From an optimization exercise on the open Yosys and OpenROAD flow, aimed at small area; shortcuts taken in it are not production practice.
The RTL was checked by simulation tests, not by an equivalence proof against the original design.

Design rp_lock_top, start of the top module:
module rp_lock_top (
  input  logic         adc_clk,
  input  logic         rst_n_i,
  input  logic [31:0]  adc_dat_i,
  input  logic         digital_loop_i,
  input  logic [93:0]  pid_cfg_i,
  input  logic [83:0]  limit_cfg_i,
  output logic [13:0]  dac_dat_o,
  output logic         dac_sel_o,
  output logic [3:0]   railed_o
);
rp_sample_pkg::adc_raw_t   [rp_sample_pkg::NUM_CH-1:0] adc_dat;      
assign adc_dat = adc_dat_i;
rp_sample_pkg::sample_t [rp_sample_pkg::NUM_CH-1:0] adc_sample;   
rp_sample_pkg::sample_t [rp_sample_pkg::NUM_CH-1:0] pid_dat;      
rp_sample_pkg::sample_t [rp_sample_pkg::NUM_CH-1:0] lim_dat;      
rp_adc_frontend i_frontend (
  .adc_clk        (adc_clk       ),
  .rst_n_i        (rst_n_i       ),
  .adc_dat_i      (adc_dat       ),
  .loop_dat_i     (lim_dat       ),   
  .digital_loop_i (digital_loop_i),
  .sample_o       (adc_sample    )
);
generate
  for (genvar ch = 0; ch < rp_sample_pkg::NUM_CH; ch++)
  begin : g_ch
    rp_ctrl_pkg::pid_cfg_t   pid_cfg;
    rp_ctrl_pkg::limit_cfg_t limit_cfg;
    rp_ctrl_pkg::railed_t    railed;      
    assign pid_cfg   = pid_cfg_i[ch*47 +: 47];
    assign limit_cfg = limit_cfg_i[ch*42 +: 42];
    assign railed_o[ch*2 +: 2] = railed;
    rp_pid_channel i_pid (
      .adc_clk  (adc_clk       ),
      .rst_n_i  (rst_n_i       ),
      .sample_i (adc_sample[ch]),
      .cfg_i    (pid_cfg       ),
      .railed_i (railed        ),   
      .ctrl_o   (pid_dat[ch]   )
    );
    rp_output_limiter i_limit (
      .adc_clk  (adc_clk        ),
      .rst_n_i  (rst_n_i        ),
      .ctrl_i   (pid_dat[ch]    ),
      .cfg_i    (limit_cfg      ),
      .lim_o    (lim_dat[ch]    ),
      .railed_o (railed         )
    );
  end
endgenerate
rp_dac_formatter i_dac (
  .adc_clk   (adc_clk  ),
  .rst_n_i   (rst_n_i  ),
  .lim_i     (lim_dat  ),
  .dac_dat_o (dac_dat_o),
  .dac_sel_o (dac_sel_o)
);
endmodule
Size in the first run: roughly 3400 cells after synthesis, about 160 flip-flops, roughly 230 I/O pins.
Settings: LEC_CHECK=0, CAP_MARGIN=5, CORE_MARGIN=2, CORE_UTILIZATION=40, GPL_TIMING_DRIVEN=0, SLEW_MARGIN=5, SYNTH_HIERARCHICAL=1, SYNTH_MINIMUM_KEEP_SIZE=0; clock period 13.0 ns.
standard.sh (not shown) runs the stock make flow with config.mk's settings and CLKGATE_MAP_FILE= SYNTH_SCRIPT=/design/flow/synth_recipe.tcl, a recipe that flattens the netlist after the stock synthesis.
==> flow/flow/run.sh <==
#!/bin/bash
# Layout flow: the standard ORFS flow (standard.sh, with its unchanged synthesis), with
#  - the buffers Yosys/ABC inserted removed at floorplan (repair_design later buffers what
#    the placed design needs),
#  - the port buffers that global placement inserts made of the smallest buffer cell,
#  - after placement repair, cells on paths with spare slack sized down (flow/recover.tcl),
#  - clock tree synthesis without dummy load cells (ORFS's CTS arguments otherwise).
# make's full output goes to flow_make.log; each ORFS step logs under orfs/logs/.
set -euo pipefail
cd "$(dirname "$0")/.."
bash standard.sh \
  REMOVE_ABC_BUFFERS=1 \
  BUFFER_PORTS_ARGS="-buffer_cell sky130_fd_sc_hd__buf_1" \
  POST_RESIZE_TCL="$PWD/flow/recover.tcl" \
  CTS_ARGS="-sink_clustering_enable -repair_clock_nets -dont_use_dummy_load" \
  finish > flow_make.log 2>&1
==> flow/flow/recover.tcl <==
# After placement repair: downsize cells on paths that have slack to spare (the
# resizer's power recovery), so that cells Yosys/ABC sized up for speed shrink back.
log_cmd estimate_parasitics -placement
log_cmd repair_timing -recover_power 100 -setup_margin 0.5
report_worst_slack
Then changed:
==> flow/flow/run.sh (replaced) <==
#!/bin/bash
# Layout flow: the standard ORFS flow (standard.sh, with its unchanged synthesis), with
#  - the buffers Yosys/ABC inserted removed at floorplan (repair_design later buffers what
#    the placed design needs),
#  - the port buffers that global placement inserts made of the smallest buffer cell,
#  - after floorplan and again after placement repair, cells on paths with spare slack sized
#    down (flow/recover_fp.tcl, flow/recover.tcl),
#  - clock tree synthesis without dummy load cells, from clkbuf_8 leaf buffers driving small clusters.
# make's full output goes to flow_make.log; each ORFS step logs under orfs/logs/.
set -euo pipefail
cd "$(dirname "$0")/.."
bash standard.sh \
  REMOVE_ABC_BUFFERS=1 \
  BUFFER_PORTS_ARGS="-buffer_cell sky130_fd_sc_hd__buf_1" \
  POST_FLOORPLAN_TCL="$PWD/flow/recover_fp.tcl" \
  POST_RESIZE_TCL="$PWD/flow/recover.tcl" \
  CTS_ARGS="-sink_clustering_enable -repair_clock_nets -dont_use_dummy_load -root_buf sky130_fd_sc_hd__clkbuf_16 -buf_list sky130_fd_sc_hd__clkbuf_8 -sink_clustering_size 10 -sink_clustering_max_diameter 60" \
  finish > flow_make.log 2>&1
==> flow/flow/recover_fp.tcl (new file) <==
# After floorplan (before placement, so with ideal wires): downsize cells that synthesis
# sized up for speed, keeping 0.6 ns of setup slack for the wires; placement and the
# later repair steps size up or buffer again wherever the placed design needs it.
log_cmd repair_timing -recover_power 100 -setup_margin 0.6
report_worst_slack
Settings changed: PLACE_DENSITY set to 0.7.
=>
- The new run ran to the end with no violations
- utilization went down by 0.21 points
- fmax hardly moves
- routed wire length went down by 1.3%
- die area does not change
- clock-buffer cell count does not change
- cell count is about the same
- setup slack got worse by 0.015 ns
- register-to-register slack improved by 0.05 ns
- global-route usage went down by 0.65 points
Then changed:
==> flow/flow/run.sh (replaced) <==
#!/bin/bash
# Layout flow: the standard ORFS flow (standard.sh, with its unchanged synthesis), with
#  - the buffers Yosys/ABC inserted removed at floorplan (repair_design later buffers what
#    the placed design needs),
#  - the port buffers that global placement inserts made of the smallest buffer cell, and
#  - clock tree synthesis without dummy load cells (ORFS's CTS arguments otherwise).
# make's full output goes to flow_make.log; each ORFS step logs under orfs/logs/.
set -euo pipefail
cd "$(dirname "$0")/.."
bash standard.sh \
  REMOVE_ABC_BUFFERS=1 \
  BUFFER_PORTS_ARGS="-buffer_cell sky130_fd_sc_hd__buf_1" \
  CTS_ARGS="-sink_clustering_enable -repair_clock_nets -dont_use_dummy_load" \
  finish > flow_make.log 2>&1
Settings changed: PLACE_DENSITY 0.7 to unset.
removed: flow/flow/recover.tcl
removed: flow/flow/recover_fp.tcl
Effect:
- routed wire length went up by 1.5%
- sequential cell count does not change
- non-clock buffer count went up by 2
- worst setup slack improves by 0.10 ns
- first-iteration DRC count went down by about 7%
- design area went up by about 1%
- synthesized cell count is unchanged
Then changed:
==> flow/flow/run.sh (replaced) <==
#!/bin/bash
# Layout flow: the standard ORFS flow (standard.sh, with its unchanged synthesis), with
#  - the buffers Yosys/ABC inserted removed at floorplan (repair_design later buffers what
#    the placed design needs),
#  - the port buffers that global placement inserts made of the smallest buffer cell,
#  - after placement repair, cells on paths with spare slack sized down (flow/recover.tcl),
#  - clock tree synthesis without dummy load cells, from clkbuf_8 leaf buffers driving small clusters.
# make's full output goes to flow_make.log; each ORFS step logs under orfs/logs/.
set -euo pipefail
cd "$(dirname "$0")/.."
bash standard.sh \
  REMOVE_ABC_BUFFERS=1 \
  BUFFER_PORTS_ARGS="-buffer_cell sky130_fd_sc_hd__buf_1" \
  POST_RESIZE_TCL="$PWD/flow/recover.tcl" \
  CTS_ARGS="-sink_clustering_enable -repair_clock_nets -dont_use_dummy_load -root_buf sky130_fd_sc_hd__clkbuf_16 -buf_list sky130_fd_sc_hd__clkbuf_8 -sink_clustering_size 10 -sink_clustering_max_diameter 60" \
  finish > flow_make.log 2>&1
==> flow/flow/recover.tcl (new file) <==
# After placement repair: downsize cells on paths that have slack to spare (the
# resizer's power recovery), so that cells Yosys/ABC sized up for speed shrink back.
log_cmd estimate_parasitics -placement
log_cmd repair_timing -recover_power 100 -setup_margin 0.5
report_worst_slack
Settings changed: PLACE_DENSITY set to 0.6.
What happened: Register-to-register slack got worse by 0.11 ns; via count hardly moves; setup slack got worse by 0.14 ns; critical path depth does not change; cell area goes down slightly; clock-buffer cell count is unchanged; worst hold slack improved by 0.016 ns.

## separate check: timing with driven ports
Ports are ideal in the flow. The routed layouts listed here were re-timed in OpenROAD. Step 1 (the two cells are an assumption about what drives the block):
set clk [get_ports {adc_clk}]
set_driving_cell -lib_cell sky130_fd_sc_hd__clkbuf_16 $clk
set_driving_cell -lib_cell sky130_fd_sc_hd__buf_2 [delete_from_list [all_inputs] $clk]
Step 2, shift: input delay + t, output delay - t, t = (earliest + latest rising clock arrival at the registers) / 2. This alone moves slack from input paths to output paths. Three values: no drivers, after step 1, after step 2; two values: the first two.
run	shift t [ns]	setup slack, ns	latest minus earliest clock arrival (ns)	slew at the worst register clock pin (ns)
the first run	0.544	0.526 / 0.551 / 0.007	0.031 / 0.031	0.08 / 0.08
the second run	0.468	0.512 / 0.536 / 0.068	0.027 / 0.027	0.10 / 0.10
the third run	0.546	0.612 / 0.643 / 0.098	0.033 / 0.033	0.08 / 0.08
the fourth run	0.494	0.468 / 0.492 / -0.002	0.048 / 0.048	0.11 / 0.11
With both steps, setup timing fails in the fourth run, where it was met with ideal ports. The setup slack of the first run, which loses most, moves by +0.025 ns with the drivers and by -0.519 ns with both steps.
